Source: an optimization exercise on an open RTL-to-GDS flow (aim: a short achievable clock period and few clock cycles per item). Production flows keep margins and buffers that such runs may drop. Function was checked by simulation only, so behaviour that the tests miss may differ from the original.

==> onyx: inputs <==
Design dma_ahb_s4ch4, start of the top module:
module dma_ahb_s4ch4 (
    input  logic                       i_hclk,
    input  logic                       i_rst_n,
    input  logic                       i_s_hsel,
    input  logic [dma_pkg::DATA_W-1:0] i_s_haddr,
    input  logic                       i_s_hwrite,
    input  logic [1:0]                 i_s_htrans,
    input  logic                       i_s_hready,
    input  logic [dma_pkg::DATA_W-1:0] i_s_hwdata,
    output logic                       o_s_hreadyout,
    output logic                       o_s_hresp,
    output logic [dma_pkg::DATA_W-1:0] o_s_hrdata,
    output logic [dma_pkg::DATA_W-1:0] o_m_haddr,
    output logic                       o_m_hwrite,
    output logic [1:0]                 o_m_htrans,
    output logic [2:0]                 o_m_hsize,
    output logic [dma_pkg::DATA_W-1:0] o_m_hwdata,
    input  logic                       i_m_hready,
    input  logic                       i_m_hresp,
    input  logic [dma_pkg::DATA_W-1:0] i_m_hrdata,
    input  logic [dma_pkg::NUM_STREAMS*dma_pkg::REQ_LINES-1:0] i_req,
    output logic [dma_pkg::NUM_STREAMS-1:0] o_interrupt
);
==> flow/config.mk <==
export PLATFORM = sky130hd
export DESIGN_NAME = dma_ahb_s4ch4
export DESIGN_NICKNAME = dma_ahb_s4ch4
export VERILOG_FILES = /design/flow/design.v
export SDC_FILE = /design/flow/constraint.sdc
export NUM_CORES = 4
export LEC_CHECK = 0
export ABC_CLOCK_PERIOD_IN_PS = 2500
export CAP_MARGIN = 20
export CORE_MARGIN = 2
export CORE_UTILIZATION = 50
export PLACE_DENSITY = 0.65
export SETUP_SLACK_MARGIN = 5
export SLEW_MARGIN = 20
export TNS_END_PERCENT = 100
==> flow/constraint.sdc <==
create_clock -name core_clock -period 7.5 [get_ports {i_hclk}]
set_input_delay 1.5000 -clock core_clock [delete_from_list [all_inputs] [get_ports {i_hclk}]]
set_output_delay 1.5000 -clock core_clock [all_outputs]
set_load 0.01 [all_outputs]
run.sh (not shown) runs the stock make flow with config.mk's settings and CLKGATE_MAP_FILE= SYNTH_SCRIPT=/design/flow/synth_recipe.tcl, a recipe that flattens the netlist after the stock synthesis.
==> quartz: changes against onyx <==
--- a/flow/design.v
+++ b/flow/design.v
@@ -291,15 +291,15 @@
             rmux1 = rval[NR-1];
         end else if (i_s_haddr[7:6] == 2'b00 && i_s_haddr[1:0] == 2'b00) begin
             rmux1 = grp[i_s_haddr[5:4]];
         end
     end
 end
 always_ff @(posedge i_hclk) begin
-    rdata_q <= i_s_hready ? rmux1 : (dph_rd ? rdata_q : '0);
+    rdata_q <= (i_s_hready ? rmux1 : '0) | (rdata_q & {DW{!i_s_hready && dph_rd}});
 end
 assign o_s_hreadyout = 1'b1;
 assign o_s_hresp     = 1'b0;
 assign o_s_hrdata    = rdata_q;
 logic [NS-1:0][NS-1:0] hp;
 logic [NS-1:0]         pre;
 logic [NS-1:0]         rs;
- ABC_CLOCK_PERIOD_IN_PS: 2500 -> default
- CORE_UTILIZATION: 50 -> 45
- PLACE_DENSITY: 0.65 -> 0.62
==> reports/qor.yml <==
reg2reg_depth: 10
mostFrequentLayoutCells: "mux2i_1 (673), nand2_1 (656), nor2_1 (454)"
multi_input_area_share: 0.513
holdWs_ns: 0.454
dp_slack_ns: 2.27
wl_met1_um: 102000
grt_usage: 0.408
dieWidth_um: 358
synth_mux_area_frac: 0.154
syn_area_um2: 56300
buf_share: 0.0916
clk_latency_ns: 0.75
dr.first_iter.drc_count: 10105
outcome: "complete, no violations"
design_area_um2: 67400
synth_fa_ha_area_frac: 0.00800
wire_per_inst_um: 33.3
power.total_uw: 24100
finalNonFillerCells: 8188
(the above is from quartz)
==> reports/qor.yml <==
outcome: "complete, no violations"
synth_flop_cell: "dfrtp_1"
buf_share: 0.0881
reg2reg_depth: 7
dr.first_iter.drc_count: 9972
dp_slack_ns: 2.61
grt_usage: 0.445
dieWidth_um: 337
finalNonFillerCells: 7868
synth_fa_ha_area_frac: 0.00813
place_congestion: 1.03
power.total_uw: 29000
mostFrequentLayoutCells: "nand2_1 (706), mux2i_1 (657), nor2_1 (417)"
design_area_um2: 65800
wire_per_inst_um: 33.6
max-cap-violations: 0
wl_met1_um: 91700
buffers_excl_clock: 516
cts_tree: "yes"
cts_resized: 1016
(the above is from onyx)
Testbench counts of onyx, summed over its fixed seeds: cycles 46,926, words 14,473.
Testbench counts of quartz, summed over its fixed seeds: cycles 46,926, words 14,473.

static timing again, ports no longer ideal:
The flow's constraints put no driver on any port. The routed layouts listed below were extracted and timed again, unchanged, in two steps. Step 1 assumes that a clkbuf_16 drives the clock port and a buf_2 every other input. Step 2 moves the port delays by t, midway between the first and last clock arrival at a register: inputs arrive t later, outputs are due t later. That takes back most of the time a late clock gives input paths. a / b / c = no drivers / after step 1 / after step 2; a / b = the first two.
run | shift t [ns] | setup WS [ns] | worst setup path after step 2 | worst register clock-pin slew, ns | pins driven straight from the clock port
onyx | 0.798 | 4.471 / 4.394 / 3.990 | input to register | 0.07 / 0.07 | 1
quartz | 0.822 | 4.694 / 4.613 / 3.857 | input to register | 0.07 / 0.07 | 1
After both steps setup and hold are still met in every run listed. For quartz, which loses most, drivers alone change the setup slack by -0.081 ns; drivers and shift together by -0.837 ns.
